Source: an optimization exercise on an open RTL-to-GDS flow (aim: small area and a short achievable clock period). Production flows keep margins and buffers that such runs may drop.
Only simulation tests tie the RTL to the original design; equivalence was not proved.

$ cat design/flow/flow/run.sh
#!/bin/bash
# The standard layout (the standard.sh, unchanged synthesis), with the port buffers
# that placement inserts on every input and output made sky130_fd_sc_hd__buf_4 instead
# of the delay cell buffer_ports picks by itself. make's output goes to flow_make.log;
# ORFS keeps each step's own log under orfs/logs.
set -euo pipefail
bash standard.sh "BUFFER_PORTS_ARGS=-buffer_cell sky130_fd_sc_hd__buf_4" finish > flow_make.log 2>&1
$ cat design/flow/standard.sh
#!/bin/bash
# synth_recipe.tcl (not shown) runs the flow's synth.tcl, then flattens the netlist and writes it again
# the make line also repeats each setting of config.mk as NAME=value (left out here)
make -C /OpenROAD-flow-scripts/flow DESIGN_CONFIG=/design/flow/config.mk WORK_HOME=/design/flow/orfs CLKGATE_MAP_FILE= SYNTH_SCRIPT=/design/flow/synth_recipe.tcl "${@:-finish}"
$ cat design/flow/config.mk
export PLATFORM = sky130hd
export DESIGN_NAME = fpu_top
export DESIGN_NICKNAME = fpu_top
export VERILOG_FILES = /design/flow/design.v
export SDC_FILE = /design/flow/constraint.sdc
export NUM_CORES = 4
export LEC_CHECK = 0
export ABC_AREA = 1
export CAP_MARGIN = 20
export CORE_MARGIN = 2
export CORE_UTILIZATION = 40
export SETUP_SLACK_MARGIN = 5
export SLEW_MARGIN = 20
$ cat design/flow/constraint.sdc
create_clock -name core_clock -period 17.0 [get_ports {clk}]
set_input_delay 3.4000 -clock core_clock [delete_from_list [all_inputs] [get_ports {clk}]]
set_output_delay 3.4000 -clock core_clock [all_outputs]
set_load 0.01 [all_outputs]
$ cat design/flow/design.v
package fpu_pkg;
	typedef struct packed {
		logic                   sign;
		logic [8-1:0]  exp;
		logic [23-1:0] frac;
	} float_fields_t;
	typedef union packed {
		logic [32-1:0] word;
		float_fields_t          f;
	} float_t;
	typedef enum logic [1:0] {
		op_add = 2'b00,
		op_sub = 2'b01,
		op_rsv = 2'b10,
		op_mul = 2'b11
	} fpu_op_t;
endpackage
module fpu_pfx_add #(
	parameter int W = 32
) (
	input  logic [W-1:0] i_a,
	input  logic [W-1:0] i_b,
	input  logic         i_ci,
	output logic [W-1:0] o_sum,
	output logic         o_co
);
	localparam int L = (W >= 32) ? 6 : (W >= 16) ? 5 : (W >= 8) ? 4 : (W >= 4) ? 3 : (W >= 2) ? 2 : 1;
	logic [W:0] g [L+1];
	logic [W:0] p [L+1];
	always_comb begin
		g[0][0] = i_ci;
		p[0][0] = 1'b0;
		for (int i = 0; i < W; i++) begin
			g[0][i+1] = i_a[i] & i_b[i];
			p[0][i+1] = i_a[i] ^ i_b[i];
		end
		for (int l = 0; l < L; l++) begin
			for (int i = 0; i <= W; i++) begin
				if ((i >> l) & 1) begin
					g[l+1][i] = g[l][i] | (p[l][i] & g[l][((i >> l) << l) - 1]);
					p[l+1][i] = p[l][i] & p[l][((i >> l) << l) - 1];
				end else begin
					g[l+1][i] = g[l][i];
					p[l+1][i] = p[l][i];
				end
			end
		end
		for (int i = 0; i < W; i++) begin
			o_sum[i] = p[0][i+1] ^ g[L][i];
		end
		o_co = g[L][W];
	end
endmodule
module fpu_lzc32 (
	input  logic [31:0] i_v,
	output logic [4:0]  o_cnt
);
	logic [15:0]      v1;
	logic [15:0]      c1;
	logic [7:0]       v2;
	logic [7:0][1:0]  c2;
	logic [3:0]       v3;
	logic [3:0][2:0]  c3;
	logic [1:0]       v4;
	logic [1:0][3:0]  c4;
	always_comb begin
		for (int j = 0; j < 16; j++) begin
			v1[j] = i_v[2*j+1] | i_v[2*j];
			c1[j] = ~i_v[2*j+1];
		end
		for (int j = 0; j < 8; j++) begin
			v2[j] = v1[2*j+1] | v1[2*j];
			c2[j] = v1[2*j+1] ? {1'b0, c1[2*j+1]} : {1'b1, c1[2*j]};
		end
		for (int j = 0; j < 4; j++) begin
			v3[j] = v2[2*j+1] | v2[2*j];
			c3[j] = v2[2*j+1] ? {1'b0, c2[2*j+1]} : {1'b1, c2[2*j]};
		end
		for (int j = 0; j < 2; j++) begin
			v4[j] = v3[2*j+1] | v3[2*j];
			c4[j] = v3[2*j+1] ? {1'b0, c3[2*j+1]} : {1'b1, c3[2*j]};
		end
		o_cnt = v4[1] ? {1'b0, c4[1]} : {1'b1, c4[0]};
	end
endmodule
module fpu_special_case (
	input  fpu_pkg::float_t i_a,
	input  fpu_pkg::float_t i_b,
	input  logic            i_is_mul,
	input  logic            i_is_rsv,
	output logic            o_sel_a,
	output logic            o_sel_b,
	output logic            o_sel_zero,
	output logic            o_sel_inf,
	output logic            o_sel_arith
);
	logic   a_zero;
	logic   a_inf;
	logic   a_nan;
	logic   b_zero;
	logic   b_inf;
	logic   b_nan;
	logic   a_emax;
	logic   a_f0;
	logic   b_emax;
	logic   b_f0;
	logic   add_a;
	logic   add_b;
	logic   mul_z;
	logic   mul_i;
	assign a_emax = &i_a.f.exp;
	assign a_f0   = ~|i_a.f.frac;
	assign b_emax = &i_b.f.exp;
	assign b_f0   = ~|i_b.f.frac;
	assign a_zero = ~|i_a.f.exp & a_f0;
	assign a_inf  = a_emax & a_f0;
	assign a_nan  = a_emax & ~a_f0;
	assign b_zero = ~|i_b.f.exp & b_f0;
	assign b_inf  = b_emax & b_f0;
	assign b_nan  = b_emax & ~b_f0;
	assign add_a = (a_nan | b_zero) | (~(b_nan | a_zero) & a_inf);
	assign add_b = ~(a_nan | b_zero) & ((b_nan | a_zero) | (~a_inf & b_inf));
	assign mul_z = ~a_nan & ~b_nan & (a_zero | b_zero);
	assign mul_i = ~a_nan & ~b_nan & ~(a_zero | b_zero) & (a_inf | b_inf);
	always_comb begin
		o_sel_a     = 1'b0;
		o_sel_b     = 1'b0;
		o_sel_zero  = 1'b0;
		o_sel_inf   = 1'b0;
		o_sel_arith = 1'b0;
		if (i_is_rsv) begin
		end else if (i_is_mul) begin
			o_sel_a     = a_nan;
			o_sel_b     = ~a_nan & b_nan;
			o_sel_zero  = mul_z;
			o_sel_inf   = mul_i;
			o_sel_arith = ~(a_nan | b_nan | a_zero | b_zero | a_inf | b_inf);
		end else begin
			o_sel_a     = add_a;
			o_sel_b     = add_b;
			o_sel_arith = ~(add_a | add_b);
		end
	end
endmodule
module fpu_add_far (
	input  logic            i_sign,
	input  logic [7:0]      i_exp,
	input  logic [23:0]     i_big_mant,
	input  logic [23:0]     i_small_mant,
	input  logic [4:0]      i_small_tz,
	input  logic [7:0]      i_diff,
	input  logic            i_sub,
	output fpu_pkg::float_t o_sum
);
	logic [25:0] shifted;
	logic        sticky;
	logic [26:0] small_ext;
	logic [27:0] raw;
	logic [23:0] mant;
	logic        guard;
	logic        rest;
	logic        inc;
	logic [24:0] rounded;
	logic [7:0]  exp_m1;
	logic [7:0]  exp_p1;
	logic [7:0]  exp_p2;
	logic [1:0]  exp_sel;
	assign shifted   = (i_diff > 8'd25) ? 26'd0 : ({i_small_mant, 2'b00} >> i_diff[4:0]);
	assign sticky    = ({3'b0, i_small_tz} + 8'd3 <= i_diff);
	assign small_ext = {shifted, sticky};
	logic raw_co;
	fpu_pfx_add #(.W(28)) u_add (
		.i_a   ({1'b0, i_big_mant, 3'b000}),
		.i_b   ({1'b0, small_ext} ^ {28{i_sub}}),
		.i_ci  (i_sub),
		.o_sum (raw),
		.o_co  (raw_co)
	);
	always_comb begin
		if (raw[27]) begin
			mant  = raw[27:4];
			guard = raw[3];
			rest  = |raw[2:0];
		end else if (raw[26]) begin
			mant  = raw[26:3];
			guard = raw[2];
			rest  = |raw[1:0];
		end else begin
			mant  = raw[25:2];
			guard = raw[1];
			rest  = raw[0];
		end
	end
	assign inc     = guard & (rest | mant[0]);
	logic rnd_co;
	fpu_pfx_add #(.W(25)) u_rnd (
		.i_a   ({1'b0, mant}),
		.i_b   (25'd0),
		.i_ci  (inc),
		.o_sum (rounded),
		.o_co  (rnd_co)
	);
	logic [2:0] e_co;
	fpu_pfx_add #(.W(8)) u_em1 (.i_a(i_exp), .i_b(8'hff), .i_ci(1'b0), .o_sum(exp_m1), .o_co(e_co[0]));
	fpu_pfx_add #(.W(8)) u_ep1 (.i_a(i_exp), .i_b(8'h00), .i_ci(1'b1), .o_sum(exp_p1), .o_co(e_co[1]));
	fpu_pfx_add #(.W(8)) u_ep2 (.i_a(i_exp), .i_b(8'h01), .i_ci(1'b1), .o_sum(exp_p2), .o_co(e_co[2]));
	assign exp_sel = raw[27] ? 2'd2 : (raw[26] ? 2'd1 : 2'd0);
	always_comb begin
		case ({exp_sel, rounded[24]})
			3'b000:  o_sum.f.exp = exp_m1;
			3'b001:  o_sum.f.exp = i_exp;
			3'b010:  o_sum.f.exp = i_exp;
			3'b011:  o_sum.f.exp = exp_p1;
			3'b100:  o_sum.f.exp = exp_p1;
			default: o_sum.f.exp = exp_p2;
		endcase
	end
	assign o_sum.f.sign = i_sign;
	assign o_sum.f.frac = rounded[22:0];
endmodule
module fpu_add_near (
	input  logic            i_a_sign,
	input  logic            i_b_sign,
	input  logic [7:0]      i_a_exp,
	input  logic [7:0]      i_b_exp,
	input  logic [23:0]     i_a_mant,
	input  logic [23:0]     i_b_mant,
	input  logic            i_a_big,
	input  logic            i_sub,
	output logic [25:0]     o_raw,
	output logic [4:0]      o_lz,
	input  logic [24:2]     i_norm,
	output fpu_pkg::float_t o_sum
);
	logic        d1;
	logic [23:0] big_mant;
	logic [23:0] small_mant;
	logic [25:0] small_sh;
	logic [25:0] raw;
	logic        raw_co;
	logic [7:0]  a_exp_p1;
	logic [7:0]  b_exp_p1;
	logic [7:0]  big_exp_p1;
	logic [2:0]  e_co;
	logic [7:0]  exp_n;
	logic [4:0]  lz;
	logic [24:2] norm;
	logic [22:0] frac_r;
	logic        fr_co;
	assign d1         = i_a_exp[0] ^ i_b_exp[0];
	assign big_mant   = i_a_big ? i_a_mant : i_b_mant;
	assign small_mant = i_a_big ? i_b_mant : i_a_mant;
	assign small_sh   = d1 ? {2'b00, small_mant} : {1'b0, small_mant, 1'b0};
	fpu_pfx_add #(.W(26)) u_sub (
		.i_a   ({1'b0, big_mant, 1'b0}),
		.i_b   (small_sh ^ {26{i_sub}}),
		.i_ci  (i_sub),
		.o_sum (raw),
		.o_co  (raw_co)
	);
	fpu_pfx_add #(.W(8)) u_ap1 (.i_a(i_a_exp), .i_b(8'h00), .i_ci(1'b1), .o_sum(a_exp_p1), .o_co(e_co[0]));
	fpu_pfx_add #(.W(8)) u_bp1 (.i_a(i_b_exp), .i_b(8'h00), .i_ci(1'b1), .o_sum(b_exp_p1), .o_co(e_co[1]));
	assign big_exp_p1 = i_a_big ? a_exp_p1 : b_exp_p1;
	fpu_lzc32 u_lzc (.i_v({raw, 6'b0}), .o_cnt(lz));
	assign o_raw = raw;
	assign o_lz  = lz;
	assign norm  = i_norm;
	fpu_pfx_add #(.W(8)) u_exp (.i_a(big_exp_p1), .i_b({3'b111, ~lz}), .i_ci(1'b1), .o_sum(exp_n), .o_co(e_co[2]));
	fpu_pfx_add #(.W(23)) u_rnd (
		.i_a   (raw[23:1]),
		.i_b   (23'd0),
		.i_ci  (raw[0] & raw[1]),
		.o_sum (frac_r),
		.o_co  (fr_co)
	);
	always_comb begin
		if (raw == '0) begin
			o_sum.word = '0;
		end else begin
			o_sum.f.sign = i_a_big ? i_a_sign : i_b_sign;
			o_sum.f.exp  = exp_n;
			o_sum.f.frac = (raw[25:24] == 2'b01) ? frac_r : norm[24:2];
		end
	end
endmodule
module fpu_adder (
	input  fpu_pkg::float_t i_a,
	input  fpu_pkg::float_t i_b,
	output logic [25:0]     o_near_raw,
	output logic [4:0]      o_near_lz,
	input  logic [24:2]     i_near_norm,
	output logic            o_near,
	output fpu_pkg::float_t o_near_sum,
	output fpu_pkg::float_t o_far_sum
);
	logic        a_big;
	logic [7:0]  a_exp;
	logic [7:0]  b_exp;
	logic [23:0] a_mant;
	logic [23:0] b_mant;
	logic [23:0] a_rev;
	logic [23:0] b_rev;
	logic [4:0]  a_tz;
	logic [4:0]  b_tz;
	logic [8:0]  d_ab;
	logic [8:0]  d_ba;
	logic        a_ge;
	logic [7:0]  diff;
	logic        eff_sub;
	logic        near;
	fpu_pkg::float_t far_sum;
	fpu_pkg::float_t near_sum;
	assign a_exp  = i_a.f.exp | {7'b0, ~|i_a.f.exp};
	assign b_exp  = i_b.f.exp | {7'b0, ~|i_b.f.exp};
	assign a_mant = {|i_a.f.exp, i_a.f.frac};
	assign b_mant = {|i_b.f.exp, i_b.f.frac};
	logic [30:0] cmp_sum;
	fpu_pfx_add #(.W(31)) u_cmp (
		.i_a   (i_a.word[30:0]),
		.i_b   (~i_b.word[30:0]),
		.i_ci  (1'b1),
		.o_sum (cmp_sum),
		.o_co  (a_big)
	);
	logic co_dab;
	logic co_dba;
	fpu_pfx_add #(.W(9)) u_dab (
		.i_a   ({1'b0, a_exp}),
		.i_b   ({1'b1, ~b_exp}),
		.i_ci  (1'b1),
		.o_sum (d_ab),
		.o_co  (co_dab)
	);
	fpu_pfx_add #(.W(9)) u_dba (
		.i_a   ({1'b0, b_exp}),
		.i_b   ({1'b1, ~a_exp}),
		.i_ci  (1'b1),
		.o_sum (d_ba),
		.o_co  (co_dba)
	);
	assign a_ge = ~d_ab[8];
	assign diff = a_ge ? d_ab[7:0] : d_ba[7:0];
	always_comb begin
		for (int i = 0; i < 24; i++) begin
			a_rev[i] = a_mant[23-i];
			b_rev[i] = b_mant[23-i];
		end
	end
	fpu_lzc32 u_tza (.i_v({a_rev, 8'hff}), .o_cnt(a_tz));
	fpu_lzc32 u_tzb (.i_v({b_rev, 8'hff}), .o_cnt(b_tz));
	assign eff_sub = i_a.f.sign ^ i_b.f.sign;
	assign near = (diff[7:1] == 7'd0) & (eff_sub | ~(a_mant[23] | b_mant[23]));
	fpu_add_far u_far (
		.i_sign       (a_ge ? i_a.f.sign : i_b.f.sign),
		.i_exp        (a_ge ? a_exp : b_exp),
		.i_big_mant   (a_ge ? a_mant : b_mant),
		.i_small_mant (a_ge ? b_mant : a_mant),
		.i_small_tz   (a_ge ? b_tz : a_tz),
		.i_diff       (diff),
		.i_sub        (eff_sub),
		.o_sum        (far_sum)
	);
	fpu_add_near u_near (
		.i_a_sign (i_a.f.sign),
		.i_b_sign (i_b.f.sign),
		.i_a_exp  (a_exp),
		.i_b_exp  (b_exp),
		.i_a_mant (a_mant),
		.i_b_mant (b_mant),
		.i_a_big  (a_big),
		.i_sub    (eff_sub),
		.o_raw    (o_near_raw),
		.o_lz     (o_near_lz),
		.i_norm   (i_near_norm),
		.o_sum    (near_sum)
	);
	assign o_near     = near;
	assign o_near_sum = near_sum;
	assign o_far_sum  = far_sum;
endmodule
module fpu_multiplier (
	input  fpu_pkg::float_t i_a,
	input  fpu_pkg::float_t i_b,
	output logic [47:0]     o_raw,
	output logic [5:0]      o_shift,
	input  logic [47:23]    i_norm,
	output fpu_pkg::float_t o_product
);
	logic [23:0] a_mant;
	logic [23:0] b_mant;
	logic [4:0]  a_lz;
	logic [4:0]  b_lz;
	logic [5:0]  shift;
	logic [47:0] row0;
	logic [47:0] row1;
	logic [47:0] product;
	logic [47:23] norm;
	logic [7:0]  exp_base;
	assign a_mant = {|i_a.f.exp, i_a.f.frac};
	assign b_mant = {|i_b.f.exp, i_b.f.frac};
	fpu_lzc32 u_lza (.i_v({a_mant, 8'hff}), .o_cnt(a_lz));
	fpu_lzc32 u_lzb (.i_v({b_mant, 8'hff}), .o_cnt(b_lz));
	assign shift = {1'b0, a_lz} + {1'b0, b_lz};
	fpu_mul_tree u_tree (
		.i_a    (a_mant),
		.i_b    (b_mant),
		.o_row0 (row0),
		.o_row1 (row1)
	);
	logic prod_co;
	fpu_pfx_add #(.W(48)) u_cpa (
		.i_a   (row0),
		.i_b   (row1),
		.i_ci  (1'b0),
		.o_sum (product),
		.o_co  (prod_co)
	);
	assign o_raw   = product;
	assign o_shift = shift;
	assign norm    = i_norm;
	assign exp_base = (i_a.f.exp | {7'b0, ~|i_a.f.exp}) + (i_b.f.exp | {7'b0, ~|i_b.f.exp})
	                  - 8'(127) - {2'b0, shift};
	logic [7:0] exp_p1;
	logic       e_co;
	fpu_pfx_add #(.W(8)) u_ep1 (.i_a(exp_base), .i_b(8'h00), .i_ci(1'b1), .o_sum(exp_p1), .o_co(e_co));
	always_comb begin
		o_product.f.sign = i_a.f.sign ^ i_b.f.sign;
		if (norm[47]) begin
			o_product.f.exp  = exp_p1;
			o_product.f.frac = norm[46:24];
		end else begin
			o_product.f.exp  = exp_base;
			o_product.f.frac = norm[45:23];
		end
	end
endmodule
module fpu_mul_tree (
	input  logic [23:0] i_a,
	input  logic [23:0] i_b,
	output logic [47:0] o_row0,
	output logic [47:0] o_row1
);
	logic [24:0] b_ext;
	logic [24:0] a_x1;
	logic [24:0] a_x2;
	logic [11:0] one;
	logic [11:0] two;
	logic [11:0] neg;
	logic [11:0] nneg;
	logic [24:0] x0;
	logic [24:0] x1;
	logic [24:0] x2;
	logic [24:0] x3;
	logic [24:0] x4;
	logic [24:0] x5;
	logic [24:0] x6;
	logic [24:0] x7;
	logic [24:0] x8;
	logic [24:0] x9;
	logic [24:0] x10;
	logic [24:0] x11;
	logic [23:0] top;
	logic t1, t2, t3, t4, t5, t6, t7, t8, t9, t10, t11, t12, t13, t14, t15, t16, t17, t18, t19, t20, t21, t22, t23, t24, t25, t26, t27, t28, t29, t30, t31, t32, t33, t34, t35, t36, t37, t38, t39, t40, t41, t42, t43, t44, t45, t46, t47, t48, t49, t50, t51, t52, t53, t54, t55, t56, t57, t58, t59, t60, t61, t62, t63, t64, t65, t66, t67, t68, t69, t70, t71, t72, t73, t74, t75, t76, t77, t78, t79, t80, t81, t82, t83, t84, t85, t86, t87, t88, t89, t90, t91, t92, t93, t94, t95, t96, t97, t98, t99, t100, t101, t102, t103, t104, t105, t106, t107, t108, t109, t110, t111, t112, t113, t114, t115, t116, t117, t118, t119, t120, t121, t122, t123, t124, t125, t126, t127, t128, t129, t130, t131, t132, t133, t134, t135, t136, t137, t138, t139, t140, t141, t142, t143, t144, t145, t146, t147, t148, t149, t150, t151, t152, t153, t154, t155, t156, t157, t158, t159, t160, t161, t162, t163, t164, t165, t166, t167, t168, t169, t170, t171, t172, t173, t174, t175, t176, t177, t178, t179, t180, t181, t182, t183, t184, t185, t186, t187, t188, t189, t190, t191, t192, t193, t194, t195, t196, t197, t198, t199, t200, t201, t202, t203, t204, t205, t206, t207, t208, t209, t210, t211, t212, t213, t214, t215, t216, t217, t218, t219, t220, t221, t222, t223, t224, t225, t226, t227, t228, t229, t230, t231, t232, t233, t234, t235, t236, t237, t238, t239, t240, t241, t242, t243, t244, t245, t246, t247, t248, t249, t250, t251, t252, t253, t254, t255, t256, t257, t258, t259, t260, t261, t262, t263, t264, t265, t266, t267, t268, t269, t270, t271, t272, t273, t274, t275, t276, t277, t278, t279, t280, t281, t282, t283, t284, t285, t286, t287, t288, t289, t290, t291, t292, t293, t294, t295, t296, t297, t298, t299, t300, t301, t302, t303, t304, t305, t306, t307, t308, t309, t310, t311, t312, t313, t314, t315, t316, t317, t318, t319, t320, t321, t322, t323, t324, t325, t326, t327, t328, t329, t330, t331, t332, t333, t334, t335, t336, t337, t338, t339, t340, t341, t342, t343, t344, t345, t346, t347, t348, t349, t350, t351, t352, t353, t354, t355, t356, t357, t358, t359, t360, t361, t362, t363, t364, t365, t366, t367, t368, t369, t370, t371, t372, t373, t374, t375, t376, t377, t378, t379, t380, t381, t382, t383, t384, t385, t386, t387, t388, t389, t390, t391, t392, t393, t394, t395, t396, t397, t398, t399, t400, t401, t402, t403, t404, t405, t406, t407, t408, t409, t410, t411, t412, t413, t414, t415, t416, t417, t418, t419, t420, t421, t422, t423, t424, t425, t426, t427, t428, t429, t430, t431, t432, t433, t434, t435, t436, t437, t438, t439, t440, t441, t442, t443, t444, t445, t446, t447, t448, t449, t450, t451, t452, t453, t454, t455, t456, t457, t458, t459, t460, t461, t462, t463, t464, t465, t466, t467, t468, t469, t470, t471, t472, t473, t474, t475, t476, t477, t478, t479, t480, t481, t482, t483, t484, t485, t486, t487, t488, t489, t490, t491, t492, t493, t494, t495, t496, t497, t498, t499, t500, t501, t502, t503, t504, t505, t506, t507, t508, t509, t510, t511, t512, t513, t514, t515, t516, t517, t518, t519, t520, t521, t522, t523, t524, t525, t526, t527, t528, t529, t530, t531, t532, t533, t534, t535, t536, t537, t538, t539, t540, t541, t542, t543, t544, t545, t546, t547, t548, t549, t550, t551, t552, t553, t554, t555, t556, t557, t558, t559, t560, t561, t562, t563, t564, t565, t566, t567, t568, t569, t570, t571, t572, t573, t574, t575, t576, t577, t578, t579, t580, t581, t582, t583, t584, t585, t586, t587, t588, t589, t590, t591, t592;
	assign b_ext = {i_b, 1'b0};
	assign a_x1  = {1'b0, i_a};
	assign a_x2  = {i_a, 1'b0};
	assign one[0]  = b_ext[1] ^ b_ext[0];
	assign two[0]  = (b_ext[2] & ~b_ext[1] & ~b_ext[0]) | (~b_ext[2] & b_ext[1] & b_ext[0]);
	assign neg[0]  = b_ext[2];
	assign nneg[0] = ~b_ext[2];
	assign x0 = ((a_x1 & {25{one[0]}}) | (a_x2 & {25{two[0]}})) ^ {25{neg[0]}};
	assign one[1]  = b_ext[3] ^ b_ext[2];
	assign two[1]  = (b_ext[4] & ~b_ext[3] & ~b_ext[2]) | (~b_ext[4] & b_ext[3] & b_ext[2]);
	assign neg[1]  = b_ext[4];
	assign nneg[1] = ~b_ext[4];
	assign x1 = ((a_x1 & {25{one[1]}}) | (a_x2 & {25{two[1]}})) ^ {25{neg[1]}};
	assign one[2]  = b_ext[5] ^ b_ext[4];
	assign two[2]  = (b_ext[6] & ~b_ext[5] & ~b_ext[4]) | (~b_ext[6] & b_ext[5] & b_ext[4]);
	assign neg[2]  = b_ext[6];
	assign nneg[2] = ~b_ext[6];
	assign x2 = ((a_x1 & {25{one[2]}}) | (a_x2 & {25{two[2]}})) ^ {25{neg[2]}};
	assign one[3]  = b_ext[7] ^ b_ext[6];
	assign two[3]  = (b_ext[8] & ~b_ext[7] & ~b_ext[6]) | (~b_ext[8] & b_ext[7] & b_ext[6]);
	assign neg[3]  = b_ext[8];
	assign nneg[3] = ~b_ext[8];
	assign x3 = ((a_x1 & {25{one[3]}}) | (a_x2 & {25{two[3]}})) ^ {25{neg[3]}};
	assign one[4]  = b_ext[9] ^ b_ext[8];
	assign two[4]  = (b_ext[10] & ~b_ext[9] & ~b_ext[8]) | (~b_ext[10] & b_ext[9] & b_ext[8]);
	assign neg[4]  = b_ext[10];
	assign nneg[4] = ~b_ext[10];
	assign x4 = ((a_x1 & {25{one[4]}}) | (a_x2 & {25{two[4]}})) ^ {25{neg[4]}};
	assign one[5]  = b_ext[11] ^ b_ext[10];
	assign two[5]  = (b_ext[12] & ~b_ext[11] & ~b_ext[10]) | (~b_ext[12] & b_ext[11] & b_ext[10]);
	assign neg[5]  = b_ext[12];
	assign nneg[5] = ~b_ext[12];
	assign x5 = ((a_x1 & {25{one[5]}}) | (a_x2 & {25{two[5]}})) ^ {25{neg[5]}};
	assign one[6]  = b_ext[13] ^ b_ext[12];
	assign two[6]  = (b_ext[14] & ~b_ext[13] & ~b_ext[12]) | (~b_ext[14] & b_ext[13] & b_ext[12]);
	assign neg[6]  = b_ext[14];
	assign nneg[6] = ~b_ext[14];
	assign x6 = ((a_x1 & {25{one[6]}}) | (a_x2 & {25{two[6]}})) ^ {25{neg[6]}};
	assign one[7]  = b_ext[15] ^ b_ext[14];
	assign two[7]  = (b_ext[16] & ~b_ext[15] & ~b_ext[14]) | (~b_ext[16] & b_ext[15] & b_ext[14]);
	assign neg[7]  = b_ext[16];
	assign nneg[7] = ~b_ext[16];
	assign x7 = ((a_x1 & {25{one[7]}}) | (a_x2 & {25{two[7]}})) ^ {25{neg[7]}};
	assign one[8]  = b_ext[17] ^ b_ext[16];
	assign two[8]  = (b_ext[18] & ~b_ext[17] & ~b_ext[16]) | (~b_ext[18] & b_ext[17] & b_ext[16]);
	assign neg[8]  = b_ext[18];
	assign nneg[8] = ~b_ext[18];
	assign x8 = ((a_x1 & {25{one[8]}}) | (a_x2 & {25{two[8]}})) ^ {25{neg[8]}};
	assign one[9]  = b_ext[19] ^ b_ext[18];
	assign two[9]  = (b_ext[20] & ~b_ext[19] & ~b_ext[18]) | (~b_ext[20] & b_ext[19] & b_ext[18]);
	assign neg[9]  = b_ext[20];
	assign nneg[9] = ~b_ext[20];
	assign x9 = ((a_x1 & {25{one[9]}}) | (a_x2 & {25{two[9]}})) ^ {25{neg[9]}};
	assign one[10]  = b_ext[21] ^ b_ext[20];
	assign two[10]  = (b_ext[22] & ~b_ext[21] & ~b_ext[20]) | (~b_ext[22] & b_ext[21] & b_ext[20]);
	assign neg[10]  = b_ext[22];
	assign nneg[10] = ~b_ext[22];
	assign x10 = ((a_x1 & {25{one[10]}}) | (a_x2 & {25{two[10]}})) ^ {25{neg[10]}};
	assign one[11]  = b_ext[23] ^ b_ext[22];
	assign two[11]  = (b_ext[24] & ~b_ext[23] & ~b_ext[22]) | (~b_ext[24] & b_ext[23] & b_ext[22]);
	assign neg[11]  = b_ext[24];
	assign nneg[11] = ~b_ext[24];
	assign x11 = ((a_x1 & {25{one[11]}}) | (a_x2 & {25{two[11]}})) ^ {25{neg[11]}};
	assign top = i_a & {24{i_b[23]}};
	assign {t2, t1} = x0[16] + x1[14];
	assign {t4, t3} = x0[17] + x1[15];
	assign {t6, t5} = x0[18] + x1[16] + x2[14];
	assign {t8, t7} = x3[12] + x4[10];
	assign {t10, t9} = x0[19] + x1[17] + x2[15];
	assign {t12, t11} = x3[13] + x4[11];
	assign {t14, t13} = x0[20] + x1[18] + x2[16];
	assign {t16, t15} = x3[14] + x4[12] + x5[10];
	assign {t18, t17} = x6[8] + x7[6];
	assign {t20, t19} = x0[21] + x1[19] + x2[17];
	assign {t22, t21} = x3[15] + x4[13] + x5[11];
	assign {t24, t23} = x6[9] + x7[7];
	assign {t26, t25} = x0[22] + x1[20] + x2[18];
	assign {t28, t27} = x3[16] + x4[14] + x5[12];
	assign {t30, t29} = x6[10] + x7[8] + x8[6];
	assign {t32, t31} = x9[4] + x10[2];
	assign {t34, t33} = x0[23] + x1[21] + x2[19];
	assign {t36, t35} = x3[17] + x4[15] + x5[13];
	assign {t38, t37} = x6[11] + x7[9] + x8[7];
	assign {t40, t39} = x9[5] + x10[3];
	assign {t42, t41} = x0[24] + x1[22] + x2[20];
	assign {t44, t43} = x3[18] + x4[16] + x5[14];
	assign {t46, t45} = x6[12] + x7[10] + x8[8];
	assign {t48, t47} = x9[6] + x10[4] + x11[2];
	assign {t50, t49} = x1[23] + x2[21] + x3[19];
	assign {t52, t51} = x4[17] + x5[15] + x6[13];
	assign {t54, t53} = x7[11] + x8[9] + x9[7];
	assign {t56, t55} = x10[5] + x11[3] + top[1];
	assign {t58, t57} = x1[24] + x2[22] + x3[20];
	assign {t60, t59} = x4[18] + x5[16] + x6[14];
	assign {t62, t61} = x7[12] + x8[10] + x9[8];
	assign {t64, t63} = x10[6] + x11[4] + top[2];
	assign {t66, t65} = nneg[1] + x2[23] + x3[21];
	assign {t68, t67} = x4[19] + x5[17] + x6[15];
	assign {t70, t69} = x7[13] + x8[11] + x9[9];
	assign {t72, t71} = x10[7] + x11[5] + top[3];
	assign {t74, t73} = 1'b1 + x2[24] + x3[22];
	assign {t76, t75} = x4[20] + x5[18] + x6[16];
	assign {t78, t77} = x7[14] + x8[12] + x9[10];
	assign {t80, t79} = x10[8] + x11[6];
	assign {t82, t81} = nneg[2] + x3[23] + x4[21];
	assign {t84, t83} = x5[19] + x6[17] + x7[15];
	assign {t86, t85} = x8[13] + x9[11] + x10[9];
	assign {t88, t87} = 1'b1 + x3[24] + x4[22];
	assign {t90, t89} = x5[20] + x6[18] + x7[16];
	assign {t92, t91} = x8[14] + x9[12];
	assign {t94, t93} = nneg[3] + x4[23] + x5[21];
	assign {t96, t95} = x6[19] + x7[17] + x8[15];
	assign {t98, t97} = 1'b1 + x4[24] + x5[22];
	assign {t100, t99} = x6[20] + x7[18];
	assign {t102, t101} = nneg[4] + x5[23] + x6[21];
	assign {t104, t103} = 1'b1 + x5[24];
	assign {t106, t105} = x0[10] + x1[8];
	assign {t108, t107} = x0[11] + x1[9];
	assign {t110, t109} = x0[12] + x1[10] + x2[8];
	assign {t112, t111} = x3[6] + x4[4];
	assign {t114, t113} = x0[13] + x1[11] + x2[9];
	assign {t116, t115} = x3[7] + x4[5];
	assign {t118, t117} = x0[14] + x1[12] + x2[10];
	assign {t120, t119} = x3[8] + x4[6] + x5[4];
	assign {t122, t121} = x6[2] + x7[0];
	assign {t124, t123} = x0[15] + x1[13] + x2[11];
	assign {t126, t125} = x3[9] + x4[7] + x5[5];
	assign {t128, t127} = x6[3] + x7[1];
	assign {t130, t129} = t1 + x2[12] + x3[10];
	assign {t132, t131} = x4[8] + x5[6] + x6[4];
	assign {t134, t133} = x7[2] + x8[0] + neg[8];
	assign {t136, t135} = t2 + t3 + x2[13];
	assign {t138, t137} = x3[11] + x4[9] + x5[7];
	assign {t140, t139} = x6[5] + x7[3] + x8[1];
	assign {t142, t141} = t4 + t5 + t7;
	assign {t144, t143} = x5[8] + x6[6] + x7[4];
	assign {t146, t145} = x8[2] + x9[0] + neg[9];
	assign {t148, t147} = t6 + t8 + t9;
	assign {t150, t149} = t11 + x5[9] + x6[7];
	assign {t152, t151} = x7[5] + x8[3] + x9[1];
	assign {t154, t153} = t10 + t12 + t13;
	assign {t156, t155} = t15 + t17 + x8[4];
	assign {t158, t157} = x9[2] + x10[0] + neg[10];
	assign {t160, t159} = t14 + t16 + t18;
	assign {t162, t161} = t19 + t21 + t23;
	assign {t164, t163} = x8[5] + x9[3] + x10[1];
	assign {t166, t165} = t20 + t22 + t24;
	assign {t168, t167} = t25 + t27 + t29;
	assign {t170, t169} = t31 + x11[0] + neg[11];
	assign {t172, t171} = t26 + t28 + t30;
	assign {t174, t173} = t32 + t33 + t35;
	assign {t176, t175} = t37 + t39 + x11[1];
	assign {t178, t177} = t34 + t36 + t38;
	assign {t180, t179} = t40 + t41 + t43;
	assign {t182, t181} = t45 + t47 + top[0];
	assign {t184, t183} = t42 + t44 + t46;
	assign {t186, t185} = t48 + t49 + t51;
	assign {t188, t187} = t53 + t55 + neg[0];
	assign {t190, t189} = t50 + t52 + t54;
	assign {t192, t191} = t56 + t57 + t59;
	assign {t194, t193} = t61 + t63 + neg[0];
	assign {t196, t195} = t58 + t60 + t62;
	assign {t198, t197} = t64 + t65 + t67;
	assign {t200, t199} = t69 + t71 + nneg[0];
	assign {t202, t201} = t66 + t68 + t70;
	assign {t204, t203} = t72 + t73 + t75;
	assign {t206, t205} = t77 + t79 + top[4];
	assign {t208, t207} = t74 + t76 + t78;
	assign {t210, t209} = t80 + t81 + t83;
	assign {t212, t211} = t85 + x11[7] + top[5];
	assign {t214, t213} = t82 + t84 + t86;
	assign {t216, t215} = t87 + t89 + t91;
	assign {t218, t217} = x10[10] + x11[8] + top[6];
	assign {t220, t219} = t88 + t90 + t92;
	assign {t222, t221} = t93 + t95 + x9[13];
	assign {t224, t223} = x10[11] + x11[9] + top[7];
	assign {t226, t225} = t94 + t96 + t97;
	assign {t228, t227} = t99 + x8[16] + x9[14];
	assign {t230, t229} = x10[12] + x11[10] + top[8];
	assign {t232, t231} = t98 + t100 + t101;
	assign {t234, t233} = x7[19] + x8[17] + x9[15];
	assign {t236, t235} = x10[13] + x11[11] + top[9];
	assign {t238, t237} = t102 + t103 + x6[22];
	assign {t240, t239} = x7[20] + x8[18] + x9[16];
	assign {t242, t241} = x10[14] + x11[12] + top[10];
	assign {t244, t243} = t104 + nneg[5] + x6[23];
	assign {t246, t245} = x7[21] + x8[19] + x9[17];
	assign {t248, t247} = x10[15] + x11[13] + top[11];
	assign {t250, t249} = 1'b1 + x6[24] + x7[22];
	assign {t252, t251} = x8[20] + x9[18] + x10[16];
	assign {t254, t253} = x11[14] + top[12];
	assign {t256, t255} = nneg[6] + x7[23] + x8[21];
	assign {t258, t257} = x9[19] + x10[17] + x11[15];
	assign {t260, t259} = 1'b1 + x7[24] + x8[22];
	assign {t262, t261} = x9[20] + x10[18];
	assign {t264, t263} = nneg[7] + x8[23] + x9[21];
	assign {t266, t265} = 1'b1 + x8[24];
	assign {t268, t267} = x0[6] + x1[4];
	assign {t270, t269} = x0[7] + x1[5];
	assign {t272, t271} = x0[8] + x1[6] + x2[4];
	assign {t274, t273} = x3[2] + x4[0];
	assign {t276, t275} = x0[9] + x1[7] + x2[5];
	assign {t278, t277} = x3[3] + x4[1];
	assign {t280, t279} = t105 + x2[6] + x3[4];
	assign {t282, t281} = x4[2] + x5[0] + neg[5];
	assign {t284, t283} = t106 + t107 + x2[7];
	assign {t286, t285} = x3[5] + x4[3] + x5[1];
	assign {t288, t287} = t108 + t109 + t111;
	assign {t290, t289} = x5[2] + x6[0] + neg[6];
	assign {t292, t291} = t110 + t112 + t113;
	assign {t294, t293} = t115 + x5[3] + x6[1];
	assign {t296, t295} = t114 + t116 + t117;
	assign {t298, t297} = t119 + t121 + neg[7];
	assign {t300, t299} = t118 + t120 + t122;
	assign {t302, t301} = t123 + t125 + t127;
	assign {t304, t303} = t124 + t126 + t128;
	assign {t306, t305} = t129 + t131 + t133;
	assign {t308, t307} = t130 + t132 + t134;
	assign {t310, t309} = t135 + t137 + t139;
	assign {t312, t311} = t136 + t138 + t140;
	assign {t314, t313} = t141 + t143 + t145;
	assign {t316, t315} = t142 + t144 + t146;
	assign {t318, t317} = t147 + t149 + t151;
	assign {t320, t319} = t148 + t150 + t152;
	assign {t322, t321} = t153 + t155 + t157;
	assign {t324, t323} = t154 + t156 + t158;
	assign {t326, t325} = t159 + t161 + t163;
	assign {t328, t327} = t160 + t162 + t164;
	assign {t330, t329} = t165 + t167 + t169;
	assign {t332, t331} = t166 + t168 + t170;
	assign {t334, t333} = t171 + t173 + t175;
	assign {t336, t335} = t172 + t174 + t176;
	assign {t338, t337} = t177 + t179 + t181;
	assign {t340, t339} = t178 + t180 + t182;
	assign {t342, t341} = t183 + t185 + t187;
	assign {t344, t343} = t184 + t186 + t188;
	assign {t346, t345} = t189 + t191 + t193;
	assign {t348, t347} = t190 + t192 + t194;
	assign {t350, t349} = t195 + t197 + t199;
	assign {t352, t351} = t196 + t198 + t200;
	assign {t354, t353} = t201 + t203 + t205;
	assign {t356, t355} = t202 + t204 + t206;
	assign {t358, t357} = t207 + t209 + t211;
	assign {t360, t359} = t208 + t210 + t212;
	assign {t362, t361} = t213 + t215 + t217;
	assign {t364, t363} = t214 + t216 + t218;
	assign {t366, t365} = t219 + t221 + t223;
	assign {t368, t367} = t220 + t222 + t224;
	assign {t370, t369} = t225 + t227 + t229;
	assign {t372, t371} = t226 + t228 + t230;
	assign {t374, t373} = t231 + t233 + t235;
	assign {t376, t375} = t232 + t234 + t236;
	assign {t378, t377} = t237 + t239 + t241;
	assign {t380, t379} = t238 + t240 + t242;
	assign {t382, t381} = t243 + t245 + t247;
	assign {t384, t383} = t244 + t246 + t248;
	assign {t386, t385} = t249 + t251 + t253;
	assign {t388, t387} = t250 + t252 + t254;
	assign {t390, t389} = t255 + t257 + top[13];
	assign {t392, t391} = t256 + t258 + t259;
	assign {t394, t393} = t261 + x11[16] + top[14];
	assign {t396, t395} = t260 + t262 + t263;
	assign {t398, t397} = x10[19] + x11[17] + top[15];
	assign {t400, t399} = t264 + t265 + x9[22];
	assign {t402, t401} = x10[20] + x11[18] + top[16];
	assign {t404, t403} = t266 + nneg[8] + x9[23];
	assign {t406, t405} = x10[21] + x11[19] + top[17];
	assign {t408, t407} = 1'b1 + x9[24] + x10[22];
	assign {t410, t409} = x11[20] + top[18];
	assign {t412, t411} = nneg[9] + x10[23] + x11[21];
	assign {t414, t413} = 1'b1 + x10[24];
	assign {t416, t415} = x0[4] + x1[2];
	assign {t418, t417} = x0[5] + x1[3];
	assign {t420, t419} = t267 + x2[2] + x3[0];
	assign {t422, t421} = t268 + t269 + x2[3];
	assign {t424, t423} = t270 + t271 + t273;
	assign {t426, t425} = t272 + t274 + t275;
	assign {t428, t427} = t276 + t278 + t279;
	assign {t430, t429} = t280 + t282 + t283;
	assign {t432, t431} = t284 + t286 + t287;
	assign {t434, t433} = t288 + t290 + t291;
	assign {t436, t435} = t292 + t294 + t295;
	assign {t438, t437} = t296 + t298 + t299;
	assign {t440, t439} = t300 + t302 + t303;
	assign {t442, t441} = t304 + t306 + t307;
	assign {t444, t443} = t308 + t310 + t311;
	assign {t446, t445} = t312 + t314 + t315;
	assign {t448, t447} = t316 + t318 + t319;
	assign {t450, t449} = t320 + t322 + t323;
	assign {t452, t451} = t324 + t326 + t327;
	assign {t454, t453} = t328 + t330 + t331;
	assign {t456, t455} = t332 + t334 + t335;
	assign {t458, t457} = t336 + t338 + t339;
	assign {t460, t459} = t340 + t342 + t343;
	assign {t462, t461} = t344 + t346 + t347;
	assign {t464, t463} = t348 + t350 + t351;
	assign {t466, t465} = t352 + t354 + t355;
	assign {t468, t467} = t356 + t358 + t359;
	assign {t470, t469} = t360 + t362 + t363;
	assign {t472, t471} = t364 + t366 + t367;
	assign {t474, t473} = t368 + t370 + t371;
	assign {t476, t475} = t372 + t374 + t375;
	assign {t478, t477} = t376 + t378 + t379;
	assign {t480, t479} = t380 + t382 + t383;
	assign {t482, t481} = t384 + t386 + t387;
	assign {t484, t483} = t388 + t390 + t391;
	assign {t486, t485} = t392 + t394 + t395;
	assign {t488, t487} = t396 + t398 + t399;
	assign {t490, t489} = t400 + t402 + t403;
	assign {t492, t491} = t404 + t406 + t407;
	assign {t494, t493} = t408 + t410 + t411;
	assign {t496, t495} = t412 + t413 + x11[22];
	assign {t498, t497} = t414 + nneg[10] + x11[23];
	assign {t500, t499} = 1'b1 + x11[24];
	assign {t502, t501} = x0[2] + x1[0];
	assign {t504, t503} = x0[3] + x1[1];
	assign {t506, t505} = t415 + x2[0] + neg[2];
	assign {t508, t507} = t416 + t417 + x2[1];
	assign {t510, t509} = t418 + t419 + neg[3];
	assign {t512, t511} = t420 + t421 + x3[1];
	assign {t514, t513} = t422 + t423 + neg[4];
	assign {t516, t515} = t424 + t425 + t277;
	assign {t518, t517} = t426 + t427 + t281;
	assign {t520, t519} = t428 + t429 + t285;
	assign {t522, t521} = t430 + t431 + t289;
	assign {t524, t523} = t432 + t433 + t293;
	assign {t526, t525} = t434 + t435 + t297;
	assign {t528, t527} = t436 + t437 + t301;
	assign {t530, t529} = t438 + t439 + t305;
	assign {t532, t531} = t440 + t441 + t309;
	assign {t534, t533} = t442 + t443 + t313;
	assign {t536, t535} = t444 + t445 + t317;
	assign {t538, t537} = t446 + t447 + t321;
	assign {t540, t539} = t448 + t449 + t325;
	assign {t542, t541} = t450 + t451 + t329;
	assign {t544, t543} = t452 + t453 + t333;
	assign {t546, t545} = t454 + t455 + t337;
	assign {t548, t547} = t456 + t457 + t341;
	assign {t550, t549} = t458 + t459 + t345;
	assign {t552, t551} = t460 + t461 + t349;
	assign {t554, t553} = t462 + t463 + t353;
	assign {t556, t555} = t464 + t465 + t357;
	assign {t558, t557} = t466 + t467 + t361;
	assign {t560, t559} = t468 + t469 + t365;
	assign {t562, t561} = t470 + t471 + t369;
	assign {t564, t563} = t472 + t473 + t373;
	assign {t566, t565} = t474 + t475 + t377;
	assign {t568, t567} = t476 + t477 + t381;
	assign {t570, t569} = t478 + t479 + t385;
	assign {t572, t571} = t480 + t481 + t389;
	assign {t574, t573} = t482 + t483 + t393;
	assign {t576, t575} = t484 + t485 + t397;
	assign {t578, t577} = t486 + t487 + t401;
	assign {t580, t579} = t488 + t489 + t405;
	assign {t582, t581} = t490 + t491 + t409;
	assign {t584, t583} = t492 + t493 + top[19];
	assign {t586, t585} = t494 + t495 + top[20];
	assign {t588, t587} = t496 + t497 + top[21];
	assign {t590, t589} = t498 + t499 + top[22];
	assign {t592, t591} = t500 + nneg[11] + top[23];
	assign o_row0[0] = x0[0];
	assign o_row1[0] = neg[0];
	assign o_row0[1] = x0[1];
	assign o_row1[1] = 1'b0;
	assign o_row0[2] = t501;
	assign o_row1[2] = neg[1];
	assign o_row0[3] = t502;
	assign o_row1[3] = t503;
	assign o_row0[4] = t504;
	assign o_row1[4] = t505;
	assign o_row0[5] = t506;
	assign o_row1[5] = t507;
	assign o_row0[6] = t508;
	assign o_row1[6] = t509;
	assign o_row0[7] = t510;
	assign o_row1[7] = t511;
	assign o_row0[8] = t512;
	assign o_row1[8] = t513;
	assign o_row0[9] = t514;
	assign o_row1[9] = t515;
	assign o_row0[10] = t516;
	assign o_row1[10] = t517;
	assign o_row0[11] = t518;
	assign o_row1[11] = t519;
	assign o_row0[12] = t520;
	assign o_row1[12] = t521;
	assign o_row0[13] = t522;
	assign o_row1[13] = t523;
	assign o_row0[14] = t524;
	assign o_row1[14] = t525;
	assign o_row0[15] = t526;
	assign o_row1[15] = t527;
	assign o_row0[16] = t528;
	assign o_row1[16] = t529;
	assign o_row0[17] = t530;
	assign o_row1[17] = t531;
	assign o_row0[18] = t532;
	assign o_row1[18] = t533;
	assign o_row0[19] = t534;
	assign o_row1[19] = t535;
	assign o_row0[20] = t536;
	assign o_row1[20] = t537;
	assign o_row0[21] = t538;
	assign o_row1[21] = t539;
	assign o_row0[22] = t540;
	assign o_row1[22] = t541;
	assign o_row0[23] = t542;
	assign o_row1[23] = t543;
	assign o_row0[24] = t544;
	assign o_row1[24] = t545;
	assign o_row0[25] = t546;
	assign o_row1[25] = t547;
	assign o_row0[26] = t548;
	assign o_row1[26] = t549;
	assign o_row0[27] = t550;
	assign o_row1[27] = t551;
	assign o_row0[28] = t552;
	assign o_row1[28] = t553;
	assign o_row0[29] = t554;
	assign o_row1[29] = t555;
	assign o_row0[30] = t556;
	assign o_row1[30] = t557;
	assign o_row0[31] = t558;
	assign o_row1[31] = t559;
	assign o_row0[32] = t560;
	assign o_row1[32] = t561;
	assign o_row0[33] = t562;
	assign o_row1[33] = t563;
	assign o_row0[34] = t564;
	assign o_row1[34] = t565;
	assign o_row0[35] = t566;
	assign o_row1[35] = t567;
	assign o_row0[36] = t568;
	assign o_row1[36] = t569;
	assign o_row0[37] = t570;
	assign o_row1[37] = t571;
	assign o_row0[38] = t572;
	assign o_row1[38] = t573;
	assign o_row0[39] = t574;
	assign o_row1[39] = t575;
	assign o_row0[40] = t576;
	assign o_row1[40] = t577;
	assign o_row0[41] = t578;
	assign o_row1[41] = t579;
	assign o_row0[42] = t580;
	assign o_row1[42] = t581;
	assign o_row0[43] = t582;
	assign o_row1[43] = t583;
	assign o_row0[44] = t584;
	assign o_row1[44] = t585;
	assign o_row0[45] = t586;
	assign o_row1[45] = t587;
	assign o_row0[46] = t588;
	assign o_row1[46] = t589;
	assign o_row0[47] = t590;
	assign o_row1[47] = t591;
endmodule
module fpu_top (
	input  logic             clk,
	input  logic             i_rst_n,
	input  logic [1:0]       i_op,
	input  logic [31:0]      i_a,
	input  logic [31:0]      i_b,
	output logic [31:0]      o_result
);
	fpu_pkg::float_t a_w;
	fpu_pkg::float_t b_w;
	logic   is_sub;
	logic   is_mul;
	logic   is_rsv;
	fpu_pkg::float_t eff_b;
	logic   sel_a;
	logic   sel_b;
	logic   sel_zero;
	logic   sel_inf;
	logic   sel_arith;
	fpu_pkg::float_t near_sum;
	fpu_pkg::float_t far_sum;
	logic   near;
	fpu_pkg::float_t product;
	logic   sel_near;
	logic   sel_far;
	logic   sel_prod;
	logic   sign_x;
	logic [31:0] early;
	logic [31:0] next_result;
	logic [25:0] near_raw;
	logic [4:0]  near_lz;
	logic [47:0] prod_raw;
	logic [5:0]  prod_shift;
	logic [47:0] sh_in;
	logic [5:0]  sh_amt;
	logic [47:0] sh_out;
	assign a_w.word = i_a;
	assign b_w.word = i_b;
	assign is_sub = (i_op == fpu_pkg::op_sub);
	assign is_mul = (i_op == fpu_pkg::op_mul);
	assign is_rsv = (i_op == fpu_pkg::op_rsv);
	always_comb begin
		eff_b        = b_w;
		eff_b.f.sign = b_w.f.sign ^ is_sub;
	end
	fpu_special_case u_special (
		.i_a        (a_w),
		.i_b        (eff_b),
		.i_is_mul   (is_mul),
		.i_is_rsv   (is_rsv),
		.o_sel_a    (sel_a),
		.o_sel_b    (sel_b),
		.o_sel_zero (sel_zero),
		.o_sel_inf  (sel_inf),
		.o_sel_arith(sel_arith)
	);
	fpu_adder u_adder (
		.i_a        (a_w),
		.i_b        (eff_b),
		.o_near_raw (near_raw),
		.o_near_lz  (near_lz),
		.i_near_norm(sh_out[46:24]),
		.o_near     (near),
		.o_near_sum (near_sum),
		.o_far_sum  (far_sum)
	);
	fpu_multiplier u_mult (
		.i_a       (a_w),
		.i_b       (b_w),
		.o_raw     (prod_raw),
		.o_shift   (prod_shift),
		.i_norm    (sh_out[47:23]),
		.o_product (product)
	);
	assign sh_in  = is_mul ? prod_raw : {near_raw, 22'b0};
	assign sh_amt = is_mul ? prod_shift : {1'b0, near_lz};
	assign sh_out = sh_in << sh_amt;
	assign sign_x   = i_a[31] ^ i_b[31];
	assign sel_prod = sel_arith & is_mul;
	assign sel_near = sel_arith & ~is_mul & near;
	assign sel_far  = sel_arith & ~is_mul & ~near;
	assign early[31]    = (i_a[31] & sel_a) | (eff_b.f.sign & sel_b) | (sign_x & (sel_zero | sel_inf));
	assign early[30:23] = (i_a[30:23] & {8{sel_a}}) | (i_b[30:23] & {8{sel_b}}) | {8{sel_inf | is_rsv}};
	assign early[22]    = (i_a[22] & sel_a) | (i_b[22] & sel_b) | is_rsv;
	assign early[21:0]  = (i_a[21:0] & {22{sel_a}}) | (i_b[21:0] & {22{sel_b}});
	assign next_result = early
	                   | (near_sum.word & {32{sel_near}})
	                   | (far_sum.word & {32{sel_far}})
	                   | (product.word & {32{sel_prod}});
	always_ff @(posedge clk or negedge i_rst_n) begin
		if (!i_rst_n) begin
			o_result <= '0;
		end else begin
			o_result <= next_result;
		end
	end
endmodule
==> key figures, run 1 <==
Status
  • Outcome: complete, no violations

Yosys
  • Synth cell types: 70
  • Mapped Cells: 4,872
  • Post-synth top flop: dfrtp_1
  • Largest family of logic cells by synthesized area: simple AND/OR/NAND/NOR gates
  • EDFF count, synth: 0
  • Synth area leader: fa_1
  • Net Count, Synth: 5,429
  • Avg Inst Size Synth: roughly 6.3 µm²
  • Compound-Gate Fraction of Synth Area: 0.172
  • Top cells by area, synth: fa_1 18%, nand2_1 14%, xor2_1 10%
  • Adder-Cell Fraction of Synth Area: 0.265
  • Ys Warns: 33
  • Simple-gate share of the synthesized area: 0.305
  • Area share of the largest cell type after synthesis: 0.178
  • Cell area after technology mapping: around 31,000 µm²
  • Most common cell in the netlist: nand2_1
  • Register area share after synthesis: 0.0260
  • Asr flop ratio synth: 1.00
  • XOR/XNOR Fraction of Synth Area: 0.111
  • Top post-synthesis cells by count: 1,109 x nand2_1, 586 x inv_1, 513 x nand3_1
  • Mux share of post-synthesis cell area: 0.000732
  • Synthesized flop and latch total: 32

Route
  • Vias after detailed routing: between 30,000 and 40,000
  • Routed length per placed instance: approximately 24 µm
  • DR pass1 iterations: 8
  • DRT iter0 DRCs: around 4,300
  • Final WL: about 140,000 µm
  • Vias per inst: 5.96
  • Drc violations: 0
  • Post-route ant nets: 0

Placement
  • IO buf count: between 90 and 100
  • Dpl cells: ~5,800
  • Post-DP HPWL: just over 100,000 µm
  • Setup slack after placement: around 4 ns
  • Final RePlAce weighted congestion: roughly 1.0

Worst setup path
  • WP data required: about 17 ns
  • Crit-path max FO: 31
  • Crit Path Class: in -> reg
  • Arr. time, crit path: roughly 12 ns
  • Crit path top cell by count: nand3_1
  • Crit path from: i_b[1]
  • Startpoint Class: input port
  • Worst Setup End Kind: flop
  • CP max stage cell: fa_1
  • CP max stage delay: ~0.51 ns

Floorplan
  • Die area: 79,200 µm²
  • Die Height: 281 µm
  • Chip Width: around 280 µm
  • IO Count: 100
  • # rows: 101
  • Core ar.: 76,100 µm²
  • Initial Utilization: 0.404

Clock network
  • CTS tree: built
  • Clk root buf: clkbuf_16
  • Clock slew at reported path FFs: roughly 0.06 ns
  • Cts bufs inserted: 5
  • Clock Tree Buf Depth: 2
  • Hold buffer count at CTS: 0
  • CTS H-tree depth: 2
  • Clk sinks: 32

STA
  • Max Clk Rate: 86.7 MHz
  • Max Slew Vio Count: 0
  • Slew headroom: 0.293
  • Final setup viols: 0
  • Slew @ Worst Pin: 1.05 ns
  • Worst setup margin: around 5.5 ns
  • RSZ-0062 raised after global routing: false
  • Final Hold Fails: 0
  • Final period util: 0.679
  • Post-route setup TNS: 0 ns
  • Tmin final: about 12 ns

Cells and area
  • Layout cells sized above 1: 0.0794
  • Largest register FFs: 32
  • Multi-input logic area: roughly 27,000 µm²
  • Layout Cells excl Fill: about 5,800
  • Largest registers: o_result: 32 flops
  • Most flops, register: o_result
  • Layout area overhead: 6.57%
  • Final net count: around 5,300
  • Final core occ: 0.431
  • FF+latch area: 801 µm²
  • Fillers: between 8,000 and 9,000

Global routing
  • Initial antenna violation count: 6
  • Vias in the first global route: 32,200
  • Largest net degree at the start of global routing: between 100 and 150
  • Overall global routing resource usage: 0.335
  • First-pass GRT wire length: slightly above 200,000 µm
  • Grt ovf: 0

Run
  • Max_cap viols: 0

Worst hold path
  • Worst min path class: in -> async
-- metrics by stage --
step / hold WS [ns] / instance area (µm²)
after CTS: 3.08 / 32300
after global routing: 3.10 / 32800
after global placement: 3.38 / 32100
final: 3.07 / 32800
after detailed placement: 3.37 / 32100
after floorplan: 3.10 / 30800
-- layout make-up --
| class | count | area share |
|---|---|---|
| multi-input cells | 3913 | 0.808 |
| clock inverters | 1 | 0.000229 |
| well taps | 1030 | 0.0393 |
| repair buffers | 194 | 0.0470 |
| inverters | 634 | 0.0753 |
| clock buffers | 7 | 0.00435 |
| repair inverters | 4 | 0.000801 |
| diodes | 2 | 0.000153 |
| flip-flops and latches | 32 | 0.0244 |
-- final timing paths --
check                      depth (start not counted)                endpoint
setup / recovery                                  39  o_result[21]$_DFF_PN0_
hold / removal                                     1  o_result[26]$_DFF_PN0_
max in group asynchronous                          1  o_result[20]$_DFF_PN0_
min in group core_clock                            5  o_result[27]$_DFF_PN0_
-- worst max-delay path, delay by kind of cell --
kind,cells,cell delay (ns)
and+or+nand+nor,13,1.63
buffers and inverters,10,1.50
xor gates and xnor gates,2,0.42
adders and majority gates,7,3.18
AOI/OAI and AO/OA,7,1.49
-- timing repair --
item / 4_1_cts / 5_1_grt
pin swaps: 0 / 8
gates resized for setup: 17 / 81
gates cloned: 2 / 4
buffers inserted: 5 / 13
endpoints found under the setup margin: 31 / 31
-- layout by cell type, fill, tap and decap left out, types with 7 or more instances in the layout --
cell type	count
buf_4	182
a21oi_1	190
fa_1	272
nor2_4	10
nor2_2	16
ha_1	216
o211ai_1	24
clkinvlp_4	7
nand3_2	11
nand2_4	15
nand4_1	20
o2111ai_1	17
o22ai_1	303
o21ai_1	21
nand2_2	23
o21ai_0	226
nor2_1	312
nand2_1	1106
or2_1	7
a21oi_2	11
xor2_1	364
o31ai_1	7
a31oi_1	19
o221ai_1	12
or2_2	16
nand3_1	510
xnor2_1	25
inv_2	19
nand3b_1	21
clkinv_1	17
inv_1	582
dfrtp_1	32
nor3_1	41
-- cells by family after synthesis --
group                      count (synthesis)
AOI/OAI and AO/OA                        893
xor gates and xnor gates                 390
adders and majority gates                489
buffers and inverters                    928
DFF                                       32
muxes                                      2
other                                      1
and+or+nand+nor                         2137
-- routing by layer --
layer | global-route usage | up-vias | wire (µm)
met5 | 0 | - | 59
met4 | 0.138 | 8 | 6280
met3 | 0.0597 | 370 | 14900
met2 | 0.524 | 2056 | 59600
met1 | 0.455 | 16400 | 56000
li1 | - | 15800 | -
==> inputs of run 2 (changes only) <==
==> design/flow/run.sh (new file) <==
#!/bin/bash
# synth_recipe.tcl (not shown) runs the flow's synth.tcl, then flattens the netlist and writes it again
# the make line also repeats each setting of config.mk as NAME=value (left out here)
make -C /OpenROAD-flow-scripts/flow DESIGN_CONFIG=/design/flow/config.mk WORK_HOME=/design/flow/orfs CLKGATE_MAP_FILE= SYNTH_SCRIPT=/design/flow/synth_recipe.tcl finish
removed: design/flow/flow/run.sh
removed: design/flow/standard.sh
==> run 2 against run 1 <==
Net effect: via count hardly changed; synthesized cell count stayed put; critical path type unchanged; fmax is 0.64% lower; largest cell class unchanged; wire length is 0.43% higher; hold slack better by 0.47 ns; critical path depth is 2 lower; sequential share of layout area is 0.076 points lower; area after synthesis stayed put; worst setup slack worse by 0.074 ns; still clean; critical endpoint is now o_result[9]$_DFF_PN0_.
==> key figures, run 2 <==
Clock network
  • Clock Tree Buf Depth: 2
  • Clk sinks: 32
  • Cts bufs inserted: 5
  • CTS tree: built
  • Hold buffer count at CTS: 0
  • Clock slew at reported path FFs: approximately 0.05 ns
  • Clk root buf: clkbuf_16
  • CTS H-tree depth: 2

Cells and area
  • Final net count: approximately 5,400
  • Layout area overhead: 9.97%
  • Layout cells sized above 1: 0.0781
  • Most flops, register: o_result
  • Commonest non-fill, non-tap cell in the layout: nand2_1
  • Layout Cells excl Fill: roughly 6,000
  • Largest register FFs: 32
  • Final Instance Area: between 30,000 and 40,000 µm²
  • Fillers: ~8,200
  • Largest registers: o_result: 32 flops
  • Most frequent cells in the layout: 1,101 x nand2_1, 577 x inv_1, 507 x nand3_1

Yosys
  • Net Count, Synth: ~5,400
  • Top post-synthesis cells by count: 1,109 x nand2_1, 586 x inv_1, 513 x nand3_1
  • Post-synth top flop: dfrtp_1
  • Register area share after synthesis: 0.0260
  • Asr flop ratio synth: 1.00
  • Area share of the largest cell type after synthesis: 0.178
  • EDFF count, synth: 0
  • Synth area leader: fa_1
  • Cell area after technology mapping: slightly above 30,000 µm²
  • Avg Inst Size Synth: about 6.3 µm²
  • Mapped Cells: just under 5,000
  • Most common cell in the netlist: nand2_1
  • Synth cell types: 70
  • Ys Warns: 33
  • Synthesized flop and latch total: 32
  • Top cells by area, synth: fa_1 18%, nand2_1 14%, xor2_1 10%

Placement
  • IO buf count: 99
  • Placed inst area: between 30,000 and 40,000 µm²
  • Final RePlAce weighted congestion: roughly 1.0
  • Dpl cells: just under 6,000
  • Post-DP HPWL: approximately 100,000 µm

Route
  • Vias per inst: a little under 6
  • DRT iter0 DRCs: ~4,200
  • WL met1: around 57,000 µm
  • Routed length per placed instance: about 23 µm
  • WL met2: ~58,000 µm
  • Highest metal used: met5
  • Vias after detailed routing: ~35,000
  • Drc violations: 0
  • DR pass1 iterations: 6
  • Post-route ant nets: 0
  • Met3 routed WL: 15,100 µm
  • Final WL: 137,000 µm

STA
  • Max Clk Rate: roughly 86 MHz
  • Max Slew Vio Count: 0
  • Tmin final: between 10 and 15 ns
  • RSZ-0062 raised after global routing: true
  • Final period util: 0.683
  • Final setup viols: 0
  • Slew @ Worst Pin: 1.00 ns
  • Post-route setup TNS: 0 ns
  • Final Hold Fails: 0
  • Slew headroom: 0.326

Worst setup path
  • Arr. time, crit path: 11.70 ns
  • CP delay by family, top: adder cells
  • Startpoint Class: input port
  • Worst Setup End Kind: flop
  • CP bufs+invs: 10
  • CP max stage delay: approximately 0.9 ns
  • WP data required: 17.09 ns
  • Crit path from: i_a[21]
  • Crit path top cell by count: nand3_1
  • CP max stage cell: clkdlybuf4s50_1
  • Crit Path Class: in -> reg
  • Crit-path max FO: 31

Floorplan
  • Core ar.: about 76,000 µm²
  • Die area: about 79,000 µm²
  • Chip Width: between 200 and 300 µm
  • Die Height: 281 µm
  • # rows: roughly 100
  • Initial Utilization: 0.404
  • IO Count: 100

Global routing
  • Overall global routing resource usage: 0.335
  • First-pass GRT wire length: ~200,000 µm
  • Vias in the first global route: 32,400
  • Initial antenna violation count: 9
  • Grt ovf: 0
  • Largest net degree at the start of global routing: between 100 and 150

Worst hold path
  • Worst min path class: in -> async

Run
  • Max_cap viols: 0

Status
  • Outcome: complete, no violations
run 2: cell count changes in the layout (fill, tap and decap cells not counted), sizes merged, moves of 2 or more:
cell / change
clkbuf: +12
nand2: +6
bufbuf: +2
clkdlybuf4s50: +71
clkdlybuf4s15: +3
clkinv: -3
dlymetal6s2s: +13
dlygate4sd2: +2
buf: -52
run 2: path summary, 6_finish.rpt:
| kind | endpoint | slack, ns | cells past startpoint |
|---|---|---|---|
| max in group asynchronous | o_result[6]$_DFF_PN0_ | 13.15 | 2 |
| min in group core_clock | o_result[25]$_DFF_PN0_ | 3.67 | 5 |
| max | o_result[9]$_DFF_PN0_ | 5.39 | 37 |
| min | o_result[9]$_DFF_PN0_ | 3.53 | 2 |
run 2: layout make-up:
| cell class | count | area (µm²) | share of cell area |
|---|---|---|---|
| antenna | 2 | 5.00 | 0.000148 |
| clock buffer | 6 | 129 | 0.00381 |
| clock inverter | 2 | 35.0 | 0.00104 |
| inverter | 634 | 2490 | 0.0735 |
| multi-input combinational | 3919 | 26700 | 0.789 |
| sequential | 32 | 801 | 0.0237 |
| tap | 1030 | 1290 | 0.0381 |
| timing repair buffer | 246 | 2380 | 0.0704 |
| timing repair inverter | 3 | 20.0 | 0.000592 |
run 2: timing repair:
action                                  4_1_cts  5_1_grt
gates cloned                                  5       12
endpoints found under the setup margin       31       31
pin swaps                                     2       21
resized for setup                            81      128
buffers inserted                             13       35
run 2: cell families after synthesis:
logic type                 count (synthesis)  synth area share
and+or+nand+nor                         2137             0.305
AOI/OAI and AO/OA                        893             0.172
muxes                                      2          0.000732
buffers and inverters                    928             0.120
xor gates and xnor gates                 390             0.111
other                                      1          0.000122
DFF                                       32            0.0260
adders and majority gates                489             0.265
run 2: per-stage QoR:
stage / setup WS (ns) / hold WS [ns] / util
global route: 4.97 / 3.58 / 0.445
finish: 5.39 / 3.53 / 0.445
CTS: 5.02 / 3.56 / 0.434
floorplan: 5.95 / 3.10 / -
global placement: 3.19 / 3.85 / 0.427
detailed placement: 3.13 / 3.85 / 0.427
run 2: metal layers:
layer / global-route usage / up-vias
met1: 0.460 / 16300
met4: 0.158 / 6
li1: - / 16000
met2: 0.509 / 2052
met5: 0 / -
met3: 0.0617 / 377

==> port drivers added, routing unchanged <==
The results above use ideal ports. As a check the final layouts listed here were re-extracted and re-timed, cells and wires unchanged.
Step 1 (the two cells are an assumption about what drives the block):
set clk [get_ports {clk}]
set_driving_cell -lib_cell sky130_fd_sc_hd__clkbuf_16 $clk
set_driving_cell -lib_cell sky130_fd_sc_hd__buf_2 [delete_from_list [all_inputs] $clk]
Step 2, shift: input delay + t, output delay - t, t = (earliest + latest rising clock arrival at the registers) / 2. This alone moves slack from input paths to output paths.
Slacks: ideal / step 1 / step 2; pairs: ideal / step 1.
run | t, ns | setup WS [ns] | clock arrival spread, ns | worst slew at a driven data input, ns
run 1 | 0.309 | 5.461 / 5.457 / 5.148 | 0.007 / 0.008 | 0.06
run 2 | 0.316 | 5.387 / 5.403 / 5.088 | 0.005 / 0.005 | 0.04
After both steps setup and hold are still met in every run listed. For run 1, which loses most, drivers alone change the setup slack by -0.004 ns; drivers and shift together by -0.313 ns.
